This design comes from an exercise in tuning for small area, a short achievable clock period and few clock cycles per item on the open sky130 flow, not from production work. No run shown here included a check of the RTL's function; only the layout flow was run.

## flow/design.v (module list and top-level ports; edited modules follow where they fit)
// module cmplx_mult_stream: 3170 lines
module cmplx_mult_stream #(
  parameter int W     = 16,
  parameter int FRAC  = 15,
  parameter int FRAME = 16,
  parameter int ROUND = 1
) (
  input  logic                    clk,
  input  logic                    rst_n,
  input  logic                    clear,
  output logic                    ovf,
  input  logic                    in_valid,
  output logic                    in_ready,
  input  logic signed [W-1:0]     a_re,
  input  logic signed [W-1:0]     a_im,
  input  logic signed [W-1:0]     b_re,
  input  logic signed [W-1:0]     b_im,
  input  logic                    conj_b,
  output logic                    out_valid,
  input  logic                    out_ready,
  output logic signed [W-1:0]     p_re,
  output logic signed [W-1:0]     p_im,
  output logic [$clog2(FRAME)-1:0] p_idx,
  output logic                    p_last
);
  // ...
==> flow/run.sh <==
#!/bin/bash
# synth_recipe.tcl (not shown) runs the flow's synth.tcl, then flattens the netlist and writes it again
# the make line also repeats each setting of config.mk as NAME=value (left out here)
make -C /OpenROAD-flow-scripts/flow DESIGN_CONFIG=/design/flow/config.mk WORK_HOME=/design/flow/orfs CLKGATE_MAP_FILE= SYNTH_SCRIPT=/design/flow/synth_recipe.tcl finish
==> flow/config.mk <==
export PLATFORM = sky130hd
export DESIGN_NAME = cmplx_mult_stream
export DESIGN_NICKNAME = cmplx_mult_stream
export VERILOG_FILES = /design/flow/design.v
export SDC_FILE = /design/flow/constraint.sdc
export NUM_CORES = 4
export LEC_CHECK = 0
export CAP_MARGIN = 20
export CORE_MARGIN = 2
export CORE_UTILIZATION = 40
export SETUP_SLACK_MARGIN = 5
export SLEW_MARGIN = 20
==> flow/constraint.sdc <==
create_clock -name core_clock -period 8.5 [get_ports {clk}]
set_input_delay 1.7000 -clock core_clock [delete_from_list [all_inputs] [get_ports {clk}]]
set_output_delay 1.7000 -clock core_clock [all_outputs]
set_load 0.01 [all_outputs]
==> results.yml, run 1 <==
cts:
  clock_path_buffers: 3
  post_cts_buffers: 88
  htree_levels: 2
  cts_hold_buffers: 0
logic_synthesis:
  synth_seq_area_share_pct: 30.1
  synth.distinct_cells: 73
  synth_edf_count: 356
  synth_top_area_share_pct: 29.4
  yosys.area_share.simple_pct: 3.51
  yosysTopAreaCell: "edfxtp_1"
route:
  routed_via_density: 5.82
final_layout:
  drive_above_1_share_pct: 22.2
  seq_cells: 366
  fin_cells: 4657
  final_nets: 4066
  synthToLayoutAreaGrowth_pct: 23.1
  buffers: 369
  final-clk-cell-share_pct: 3.43
  nonClkBufAreaFrac_pct: 9.96
timing:
  fmax_mhz: 251
  rsz0062_at_grt: "true"
  final.period_utilization_pct: 46.9
  whs_ns: 0.418
  fin_ws_ns: 4.51
critical_path:
  crit_start: "ai[10]"
  crit_chain: "buf_6 -> buf_6 -> buf_6 -> a22oi_2 -> xnor2_2 -> fa_2 -> inv_2 -> fa_2 -> inv_2 -> fa_2 -> inv_2 -> fa_2 -> fa_2"
  cp_num_cells: 13
  path_delay_family: "adder cells"
  timing.rr.start: "ai[10]"
  slowest_stage: "fa_2"
  endpoint: "r5_1596"
  rrSetupSlack_ns: 4.51
  startpoint_type: "register"
min_path:
  whs_endpoint: "idx_r[1][1]"
status:
  status: "complete, no violations"
placement:
  placed_area_um2: 38900
  dp.cells: 4410
  finalWeightedCongestion: 0.889
grt:
  antenna_found_initial: 0
  first_global_vias: 28058
==> run 2, diff against run 1 <==
--- a/flow/config.mk
+++ b/flow/config.mk
@@ -10,3 +10,4 @@
 export CORE_UTILIZATION = 40
 export SETUP_SLACK_MARGIN = 5
 export SLEW_MARGIN = 20
+export TNS_END_PERCENT = 0
==> results.yml, run 2 <==
route:
  drcViolationCount: 0
  firstDrtPassIters: 6
  initialDrtViolationCount: 2793
  routed_via_density: 5.70
  antenna_left: 0
  wirelength_um: 109000
  vias: 25934
  wl_per_cell_um: 23.9
grt:
  grt_use_met1_pct: 32.2
  grt_max_degree: 70
  grt-ovfl-total: 0
  top_usage_layer: "met2"
  globalRouteMet2Util_pct: 36.7
  track_usage_pct: 23.4
  antenna_found_initial: 0
  grt_pass1_wl_um: 167000
  grtUsageMet3_pct: 4.37
  first_global_vias: 26980
timing:
  rsz0062_at_grt: "true"
  final_hold_viol_count: 0
  slew_viol_final: 0
  min_period_ns: 4.00
  final.period_utilization_pct: 47.1
  fin_worst_skew_ns: 0.0265
  worstMarginPinSlew_ns: 1.18
  tns_ns: 0
  maxSlewHeadroom_pct: 21.4
  fmax_mhz: 250
  setup_viol: 0
final_layout:
  n_antenna_cell: 0
  final_nets: 3961
  synthToLayoutAreaGrowth_pct: 13.1
  final_area_um2: 41100
  final_common_cell: "inv_1"
  final_core_util_pct: 45.6
  drive_above_1_share_pct: 9.88
  mostFrequentLayoutCells: "inv_1, a22oi_1, fa_1"
status:
  status: "complete, no violations"
logic_synthesis:
  syn_avg_cell_area_um2: 10.9
  async_flop_share_pct: 2.73
  synth_warnings: 2
  synth_area_leaders: "edfxtp_1, fa_1, a22oi_1"
  synth.most_common_cell: "a22oi_1"
  synth_common_cells: "a22oi_1, inv_1, fa_1"
  synth_edf_count: 356
  synth-main-ff-cell: "edfxtp_1"
  syn_area_um2: 36300
  synth_fp_nets: 3940
  synth.distinct_cells: 73
  yosysTopAreaCell: "edfxtp_1"
  synth_seq_area_share_pct: 30.1
  ys_ff_latch: 366
  syn_inst: 3319
  synth_top_area_share_pct: 29.4
floorplanning:
  die_w_um: 305
  dieHeight_um: 305
  row_count: 110
  die_area_um2: 93200
  start_util_pct: 40.3
  core-area_um2: 90000
  ioPinCount: 110
critical_path:
  slowest_stage: "fa_1"
  crit_path_end_kind: "register"
  max_stage_delay_ns: 0.60
  rr_worst_depth: 11
  timing.critical_path.mode_cell: "fa_1"
  timing.rr.start: "ai[12]"
  timing.rr.end: "r5_1596"
  crit_type: "reg2reg"
  crit_required_ns: 8.84
  crit_chain: "buf_6 -> buf_4 -> a22oi_2 -> xnor2_1 -> fa_1 -> fa_1 -> inv_1 -> fa_1 -> inv_1 -> fa_1 -> fa_1"
  rrSetupSlack_ns: 4.50
  cp.arrival_ns: 4.34
  worstPathMaxFanout: 4
  startpoint_type: "register"
placement:
  finalWeightedCongestion: 0.852
  port_buffers: 109
  placed_area_um2: 38500
  hpwl_um: 71600
cts:
  clock_latency_ns: 0.60
  clkTransAtPathRegs_ns: 0.06
  cts_buffers: 45
  cts.sinks: 366
  cts_tree: "yes"
  cts_hold_buffers: 0
  root_buffer: "clkbuf_16"
  htree_levels: 2
  clock_path_buffers: 3
min_path:
  hold_depth: 0
  whs_endpoint: "idx_r[1][0]"
  hp-start: "idx_r[0][0]"
  hp-class: "reg2reg"
flow_run:
  maxCapViolCount: 0
[run 2: changes by cell type in the layout (fill, tap and decap cells not counted), sizes merged, moves of 2 or more]
cell	change
clkinv	+2
bufinv	-3
buf	-89
bufbuf	-5
clkbuf	-13
[run 2: layout make-up]
type,count,area (µm²)
clock inverters,25,211
clock buffers,53,1250
multi-input cells,2180,22700
fillers,8402,48900
inverters,482,1810
repair buffers,265,2710
flip-flops and latches,366,10900
well taps,1176,1470
[run 2: cell families after synthesis]
kind of cell / after synthesis / share of synthesized area (%)
buffers and inverters: 774 / 8.11
AO/OA/AOI/OAI: 753 / 14.8
XOR/XNOR: 592 / 14.3
adder cells (fa/ha/maj): 551 / 27.9
flip-flops: 366 / 30.1
AND/OR/NAND/NOR: 244 / 3.51
multiplexers: 39 / 1.18
[run 2: worst max-delay path: cells and delay by family (launching register included)]
family | cells | cell delay [ns]
compound gates | 1 | 0.13
buf+inv | 4 | 0.47
flops | 1 | 0.55
fa+ha+maj | 5 | 2.46
xor+xnor | 1 | 0.15
[run 2: how the worst max path moves through the flow]
| stage | slack (ns) | startpoint | endpoint |
|---|---|---|---|
| final | 4.50 | ai[12] | r5_1596 |
| after global routing | 4.39 | ai[13] | r5_1497 |
| after CTS | 4.52 | ai[13] | r5_1590 |
| after detailed placement | 3.94 | ai[3] | r5_1590 |
| after global placement | 3.93 | r5_1466 | o_re[12] |
| after floorplan | 4.36 | in_ready_r | in_ready |
[run 2: layer usage]
metal	vias to the layer above	wire [µm]
met1	13069	44600
met2	1390	50100
met4	0	4050
met3	235	9830
met5	-	0
li1	11240	-
[run 2: timing repair]
item | 4_1_cts | 5_1_grt
cloned | 4 | 1
pin swaps | 38 | 25
setup endpoints to repair | 147 | 132
gates resized for setup | 95 | 30
setup buffers | 50 | 5
hold endpoints to repair | 0 | 0
[run 2: metrics by stage]
stage / instances / setup slack [ns] / hold WS (ns)
finish: 4547 / 4.50 / 0.418
global route: 4547 / 4.39 / 0.430
CTS: 4541 / 4.52 / 0.417
detailed placement: 4409 / 3.94 / 0.406
global placement: 4408 / 3.93 / 0.401
floorplan: 3319 / 4.36 / 0.400

## port drivers added, routing unchanged
Ports are ideal in the flow. The routed layouts listed here were re-timed in OpenROAD.
Step 1 assumes that a clkbuf_16 drives the clock port and a buf_2 every other input.
Step 2, shift: input delay + t, output delay - t, t = (earliest + latest rising clock arrival at the registers) / 2. This alone moves slack from input paths to output paths.
Slacks: ideal ports / drivers / drivers and shift; pairs: ideal ports / drivers.
run	shift t [ns]	slack for setup (ns)	worst hold slack (ns)	worst slew at a driven data input, ns
run 1	0.660	4.512 / 4.512 / 4.512	0.418 / 0.418 / 0.418	0.08
run 2	0.659	4.497 / 4.497 / 4.497	0.418 / 0.418 / 0.418	0.07
After both steps every run listed still meets setup and hold.
